This is an optimization exercise on Yosys and OpenROAD, whose aim is small area, a short achievable clock period and few clock cycles per item, not a production implementation.
At most, simulation tests tie the RTL to the original design; equivalence was not proved.

Setup of run 1:
==> flow/design.v (excerpt) <==
module loeffler_dct_8 (
    input  wire logic    clock,
    input  wire logic    nreset,
    input  wire dct_pkg::sample_t fetch_data,
    output dct_pkg::bin_t         fetch_addr,
    output dct_pkg::result_t      result,
    output logic         frame_done
);
    localparam int T = 11;           
    localparam int OFF1  = 1;        
    localparam int OFF2  = 6;        
    localparam int OFF3M = 8;        
    localparam int OFF3  = 9;        
    localparam int OFF4  = 12;       
    localparam int OFFO  = 13;       
    logic [3:0] ph;                  
    logic       run;                 
    wire  [3:0] nph = (nreset || ph == 4'(T - 1)) ? 4'd0 : ph + 4'd1;
    always_ff @(posedge clock) begin
        ph <= nph;
        if (nreset)
            run <= 1'b0;
        else if (ph == 4'(T - 1))
            run <= 1'b1;
    end
    assign frame_done = (ph == 4'(T - 1));
    always_comb begin
        case (ph)
            4'd0:    fetch_addr = 3'd0;
            4'd1:    fetch_addr = 3'd3;
            4'd2:    fetch_addr = 3'd1;
            4'd3:    fetch_addr = 3'd2;
            4'd4:    fetch_addr = 3'd7;
            4'd5:    fetch_addr = 3'd4;
            4'd6:    fetch_addr = 3'd6;
            default: fetch_addr = 3'd5;
        endcase
    end
  ...
clock: 8.5 ns
lec_check: 0
abc_clock_period_in_ps: 4000
cap_margin: 20
core_margin: 2
core_utilization: 55
setup_slack_margin: 4.5
slew_margin: 20
run.sh (not shown) runs the stock make flow with config.mk's settings and CLKGATE_MAP_FILE= SYNTH_SCRIPT=/design/flow/synth_recipe.tcl, a recipe that flattens the netlist after the stock synthesis.
Run 1 went all the way through synthesis, placement and routing and the layout is clean on timing, DRC and antenna.
Testbench counts of run 1, summed over its fixed seeds: cycles 4,312, frames 384.
Input changes introduced in run 2 (baseline for comparison: run 1):
Settings: ABC_CLOCK_PERIOD_IN_PS: 4000 -> unset.
==> flow/flow/run.sh (new file) <==
#!/bin/bash
# The standard layout (standard.sh), with ORFS's adder cell mapping
# (ADDER_MAP_FILE, the extract_fa step) switched off, so that abc maps the
# adders together with the rest of the logic. Everything else, synthesis
# included, is the standard flow. The whole output goes to standard.log.
set -o pipefail
export ADDER_MAP_FILE=
bash standard.sh > standard.log 2>&1
==> flow/standard.sh (new file) <==
#!/bin/bash
# synth_recipe.tcl (not shown) runs the flow's synth.tcl, then flattens the netlist and writes it again
# the make line also repeats each setting of config.mk as NAME=value (left out here)
make -C /OpenROAD-flow-scripts/flow DESIGN_CONFIG=/design/flow/config.mk WORK_HOME=/design/flow/orfs CLKGATE_MAP_FILE= SYNTH_SCRIPT=/design/flow/synth_recipe.tcl "${@:-finish}"
removed: flow/run.sh
==> results.txt <==
Run 2 completed end to end with timing, DRC and antenna clean. Setup slack: lower on run 1. Depth of the critical timing path with buffers and inverters included: run 2 < run 1. Compared with run 1, run 2 degrades die footprint. | worst hold slack | run 2 vs run 1 | ≈ equal |.
[inputs] run 3 vs run 2
Settings: ABC_CLOCK_PERIOD_IN_PS: unset -> 3000; CORE_UTILIZATION: 55 -> 40; SETUP_SLACK_MARGIN: 4.5 -> 5.0.
==> flow/run.sh (new file) <==
#!/bin/bash
# synth_recipe.tcl (not shown) runs the flow's synth.tcl, then flattens the netlist and writes it again
# the make line also repeats each setting of config.mk as NAME=value (left out here)
make -C /OpenROAD-flow-scripts/flow DESIGN_CONFIG=/design/flow/config.mk WORK_HOME=/design/flow/orfs CLKGATE_MAP_FILE= SYNTH_SCRIPT=/design/flow/synth_recipe.tcl finish
removed: flow/flow/run.sh
removed: flow/standard.sh
Taking run 3 over run 2, the routed wire length ratio works out to 0.74.
Cmp run 3 vs run 2: top fanout value on the critical path higher in run 3
Re critical path depth: run 2 and run 3 aren't equal, and the higher value belongs to run 3.
Compared with run 2, in run 3 count of instances resized after the clock tree is built went down, number of cells traversed by the worst register-to-register path up 4, die outline height has increased, core box area saw an increase.
Edits applied to the flow inputs when going from run 3 to run 4:
Settings: CORE_UTILIZATION: 40 -> 70; ABC_CLOCK_PERIOD_IN_PS: 3000 -> unset; SETUP_SLACK_MARGIN: 5.0 -> 4.5.
Findings:
Going from run 3 to run 4, the overall via count from detail_route was found to have gone up by 489. Number of nets still failing antenna checks after routing: run 4 vs run 3 identical. Amount of wire on met3 after detailed routing | run 4 above run 3. The run showing the greater overall fraction of global-route tracks in use is run 4. Diff run 3 -> run 4: count of non-filler cells in the finished layout lost 9.7%, wire length of the first global-routing pass moved up. Looking at post-route cell area, run 4 sits below run 3. The run showing the smaller die area is run 4. Worst endpoint data arrival time sits higher in run 4 than in run 3.
What run 5 does differently from run 4 at the input level:
Settings: CORE_UTILIZATION now 40, was 70; ABC_CLOCK_PERIOD_IN_PS now 4000, previously not set.
[summary]
Run 5 vs. run 4: final instance count without filler cells rose 208; minimum clock period fell 0.072 ns; total routing resource utilization after global routing fell 14 points; clock skew fell 0.0059 ns; global-route track usage on met1 fell 18 points. In the flow results for run 4 and run 5, the routed wire length is smaller on run 5. | final non-filler cell area | run 5 vs run 4 | about 0.9% higher |.


loeffler_dct_8, a different RTL version from the one above (not shown whole).
Size: about 1900 cells after synthesis, roughly 210 flip-flops, ~34 I/O pins, roughly 17000 sq um of cells after synthesis.
## loeffler_dct_8
module loeffler_dct_8 (
    input  wire logic    clock,
    input  wire logic    nreset,
    input  wire dct_pkg::sample_t fetch_data,
    output dct_pkg::bin_t         fetch_addr,
    output dct_pkg::result_t      result,
    output logic         frame_done
);
Settings: LEC_CHECK=0, CAP_MARGIN=20, CORE_MARGIN=2, CORE_UTILIZATION=40, SLEW_MARGIN=20; clock period 8.5 ns.
Stock flow here: none of the scripts above is used.
Testbench counts at the start, summed over its fixed seeds: cycles 4,704, frames 384.
Then changed:
Settings changed: ABC_CLOCK_PERIOD_IN_PS set to 4000, SETUP_SLACK_MARGIN set to 4.5.
=> Wire length is higher by 12%. Worst setup slack is better by 930 ps. Die area does not change. Final area is higher by 9.6%. Maximum frequency is higher by 22%.


== JK ==
loeffler_dct_8, a different RTL version from the one above (not shown whole).
Size in the first run: about 210 flip-flops, roughly 34 I/O pins, about 16000 µm² of cells after synthesis.
clock: 8.5 ns
lec_check: 0
cap_margin: 20
core_margin: 2
core_utilization: 60
setup_slack_margin: 4.0
slew_margin: 20
tns_end_percent: 5
JK: full flow OK, the timing, DRC and antenna checks passed
Testbench counts of JK, summed over its fixed seeds: cycles 3,528, frames 384.
Setup changes, JK to MS
-- flow/config.mk --
<<< JK, line 10
export CORE_UTILIZATION = 60
export SETUP_SLACK_MARGIN = 4.0
export SLEW_MARGIN = 20
>>> MS, line 10
export CORE_UTILIZATION = 60
export GPL_ROUTABILITY_DRIVEN = 0
export SETUP_SLACK_MARGIN = 4.5
export SLEW_MARGIN = 20
### Flow results
Changes observed in MS relative to JK: required time at the worst-slack endpoint did not really move; synthesized cell count was more or less identical; design area saw an increase; sequential share of layout area -0.78 points. Higher setup slack was reported by MS, not JK. The flow did not stop early for MS: all stages ran, and the layout cleared the timing, DRC and antenna checks. Core utilization sits higher in MS than in JK. Diff MS and JK: inverter count of the layout excluding clock inverters higher in JK. Relative to JK, the count of buffer and inverter cells on the critical path of MS is lower by 2. JK has a lower non-clock buffer count than MS.
Changes in AL relative to MS:
-- flow/config.mk --
<<< MS, line 9
export CORE_MARGIN = 2
export CORE_UTILIZATION = 60
export GPL_ROUTABILITY_DRIVEN = 0
export SETUP_SLACK_MARGIN = 4.5
>>> AL, line 9
export CORE_MARGIN = 2
export CORE_UTILIZATION = 70
export SETUP_SLACK_MARGIN = 4.5
==> results.txt <==
Run comparison: AL critical path endpoint o1[3]; MS critical path endpoint op[2]. [compare] base=MS new=AL: post-placement cell area fell by about 0.4%, floorplan die area fell by 14%, area fraction in and, or, nand and nor cells after synthesis stayed essentially flat, die outline width fell by 12 µm. Between MS and AL, the number of nets in the final layout is higher for MS. NOTE: depth of the worst register-to-register path in AL exceeds that of MS.


loeffler_dct_8, a different RTL version from the one above (not shown whole).
For scale: ~1500 cells after synthesis, roughly 34 I/O pins, ~16000 um2 of cells after synthesis.
## loeffler_dct_8
module loeffler_dct_8 (
    input  wire logic    clock,
    input  wire logic    nreset,
    input  wire dct_pkg::sample_t fetch_data,
    output dct_pkg::bin_t         fetch_addr,
    output dct_pkg::result_t      result,
    output logic         frame_done
);
clock: 8.5 ns
lec_check: 0
cap_margin: 20
core_margin: 2
core_utilization: 60
setup_slack_margin: 5.0
slew_margin: 20
tns_end_percent: 2
Testbench counts at the start, summed over its fixed seeds: cycles 3,528, frames 384.
Then changed:
CORE_UTILIZATION = 55   (was 60)
SETUP_SLACK_MARGIN = 4.5   (was 5.0)
TNS_END_PERCENT = default   (was 2)
- non-clock buffer count came out higher by 28
- setup slack improves by 0.016 ns
- maximum frequency is higher by 0.33%
- global-route usage is lower by 0.83 points
Then changed:
CORE_UTILIZATION = 60   (was 55)
SETUP_SLACK_MARGIN = 3.7   (was 4.5)
The new run completed with no timing, DRC or antenna violations.
Design area goes down by 4.3%.
Register-to-register slack gains 0.03 ns.
Wire length goes down by 5.9%.
Critical path depth is unchanged.
Area after synthesis stays the same.
Then changed:
SETUP_SLACK_MARGIN = 4.0   (was 3.7)
The new run finished with timing, DRC and antenna clean; maximum frequency came out lower by 0.81%; global-route usage climbs by 1.6 points; via count went up by about 2.7%; area after synthesis is unchanged.
Then changed:
SETUP_SLACK_MARGIN = 4.5   (was 4.0)
TNS_END_PERCENT = 5   (was default)
Die area does not change.
Sequential cell count is unchanged.
Non-clock buffer count decreases by 55.
Setup slack improves by 0.052 ns.
Core utilization decreases by 3.6 points.


## P
Another version of the RTL of loeffler_dct_8 (not shown whole).
For scale: roughly 1,600 cells after synthesis, roughly 200 flip-flops, about 34 I/O pins, ~16,000 sq um of cells after synthesis.
Settings: LEC_CHECK=0, CAP_MARGIN=20, CORE_MARGIN=2, CORE_UTILIZATION=60, SETUP_SLACK_MARGIN=4.5, SLEW_MARGIN=20, TNS_END_PERCENT=5; clock period 8.5 ns.
Every stage of the flow completed for P, and the final layout passed the timing, DRC and antenna checks.
diff inputs: P => Q
Settings: CTS_BUF_LIST now sky130_fd_sc_hd__clkbuf_4 sky130_fd_sc_hd__clkbuf_8, previously not set.
Q finished all stages; the layout is clean. Q -> P: slew at the pin with the worst max-slew slack flat. Summary of Q over P: final critical-path required period went down, logic depth of the worst path, buffers included moved down, count of buffers added by post-CTS timing repair for setup down about 16%, met2 wire length higher, setup slack rose by 0.10 ns. Summary of Q over P: final wirelength increased 0.97%.
No functional check of the RTL was part of any run of this note.


run A:
RTL: one of the versions met above, not the one the previous note started from.
Size in the first run: roughly 1600 cells after synthesis, roughly 34 I/O pins, about 16000 µm² of cells after synthesis.
clock: 8.5 ns
lec_check: 0
cap_margin: 20
core_margin: 2
core_utilization: 60
cts_buf_list: sky130_fd_sc_hd__clkbuf_4 sky130_fd_sc_hd__clkbuf_8
setup_slack_margin: 4.5
slew_margin: 20
tns_end_percent: 5
Looking at the reports, run A completed the entire flow and the layout it produced met the timing, DRC and antenna checks.
Testbench counts of run A, summed over its fixed seeds: cycles 3,528, frames 384.
Relative to run A, the following input files were edited for run B:
Settings: a change of CTS_BUF_LIST from sky130_fd_sc_hd__clkbuf_4 sky130_fd_sc_hd__clkbuf_8 to sky130_fd_sc_hd__clkbuf_8.
### Flow results
Taking run A as the reference, in run B post-route standard cell area excluding fillers level; sequential share of cell area level. On total area of multi-input combinational cells, run A and run B are basically level.
Inputs modified between run B and run C:
Settings: CTS_BUF_LIST: sky130_fd_sc_hd__clkbuf_8 -> unset.
Notes after the runs:
Delta (run C minus run B): post-synthesis to final-layout area growth shows an increase of 0.77 points, vias after detailed routing held, global-route usage over all layers did not really move. Delta (run C minus run B): routing usage on met3 went down 0.86 points, number of buffers inserted by post-CTS setup repair higher.


Another version of the RTL of loeffler_dct_8 (not shown whole).
Size in the first run: ~1900 cells after synthesis, roughly 34 I/O pins, roughly 0.017 mm² of cells after synthesis.
make LEC_CHECK=0 ABC_CLOCK_PERIOD_IN_PS=3000 CAP_MARGIN=20 CORE_MARGIN=2 CORE_UTILIZATION=40 SETUP_SLACK_MARGIN=5.0 SLEW_MARGIN=20 finish   # period 8.5 ns
Testbench counts at the start, summed over its fixed seeds: cycles 4,704, frames 384.
Next try:
- ABC_CLOCK_PERIOD_IN_PS: 3000 -> 4000
- SETUP_SLACK_MARGIN: 5.0 -> 4.5
Result: First-iteration DRC count came out higher by 8.1%; final area came out lower by 5.6%; synthesized area does not change; wire length came out lower by 4.2%; maximum frequency came out lower by 1.7%.

port drivers added, routing unchanged:
The flow's constraints put no driver on any port. The routed layouts listed below were extracted and timed again, unchanged, in two steps.
Step 1 assumes that a clkbuf_16 drives the clock port and a buf_2 every other input.
Step 2, shift: input delay + t, output delay - t, t = (earliest + latest rising clock arrival at the registers) / 2. This alone moves slack from input paths to output paths.
a / b / c = ideal / step 1 / step 2; a / b = the first two.
run	t, ns	slack for setup (ns)	worst hold slack (ns)	cell pins on the clock port's net
run 1	0.500	4.063 / 4.063 / 4.063	0.327 / 0.327 / 0.327	1
run 2	0.502	4.306 / 4.306 / 4.081	0.328 / 0.328 / 0.328	1
run 3	0.530	4.001 / 4.001 / 4.001	0.318 / 0.318 / 0.318	1
run 4	0.491	3.941 / 3.941 / 3.941	0.316 / 0.316 / 0.316	1
run 5	0.497	4.013 / 4.013 / 4.013	0.320 / 0.320 / 0.320	1
the first run of note 2	0.586	3.266 / 3.266 / 3.266	0.324 / 0.324 / 0.324	1
the second run of note 2	0.587	4.200 / 4.200 / 4.187	0.320 / 0.320 / 0.320	1
JK	0.567	3.543 / 3.543 / 3.318	0.476 / 0.476 / 0.476	1
MS	0.565	3.555 / 3.555 / 3.354	0.474 / 0.474 / 0.474	1
AL	0.554	3.526 / 3.526 / 3.397	0.481 / 0.481 / 0.481	1
the first run of note 4	0.481	3.676 / 3.676 / 3.676	0.423 / 0.423 / 0.423	1
the second run of note 4	0.487	3.693 / 3.693 / 3.693	0.458 / 0.458 / 0.458	1
the third run of note 4	0.487	3.718 / 3.718 / 3.680	0.435 / 0.435 / 0.435	1
the fourth run of note 4	0.475	3.679 / 3.679 / 3.679	0.446 / 0.446 / 0.446	1
the fifth run of note 4	0.477	3.731 / 3.731 / 3.571	0.428 / 0.428 / 0.428	1
P	0.562	3.544 / 3.544 / 3.417	0.429 / 0.429 / 0.429	1
Q	0.566	3.645 / 3.645 / 3.396	0.428 / 0.428 / 0.428	1
run A	0.581	3.780 / 3.780 / 3.355	0.450 / 0.450 / 0.450	1
run B	0.580	3.755 / 3.755 / 3.359	0.452 / 0.452 / 0.452	1
run C	0.565	3.765 / 3.765 / 3.392	0.462 / 0.462 / 0.462	1
the first run of note 7	0.593	4.320 / 4.320 / 4.320	0.318 / 0.318 / 0.318	1
the second run of note 7	0.583	4.247 / 4.247 / 4.247	0.317 / 0.317 / 0.317	1
After both steps setup and hold are still met in every run listed. For run A, which loses most, drivers alone change the setup slack by 0.000 ns; drivers and shift together by -0.425 ns.
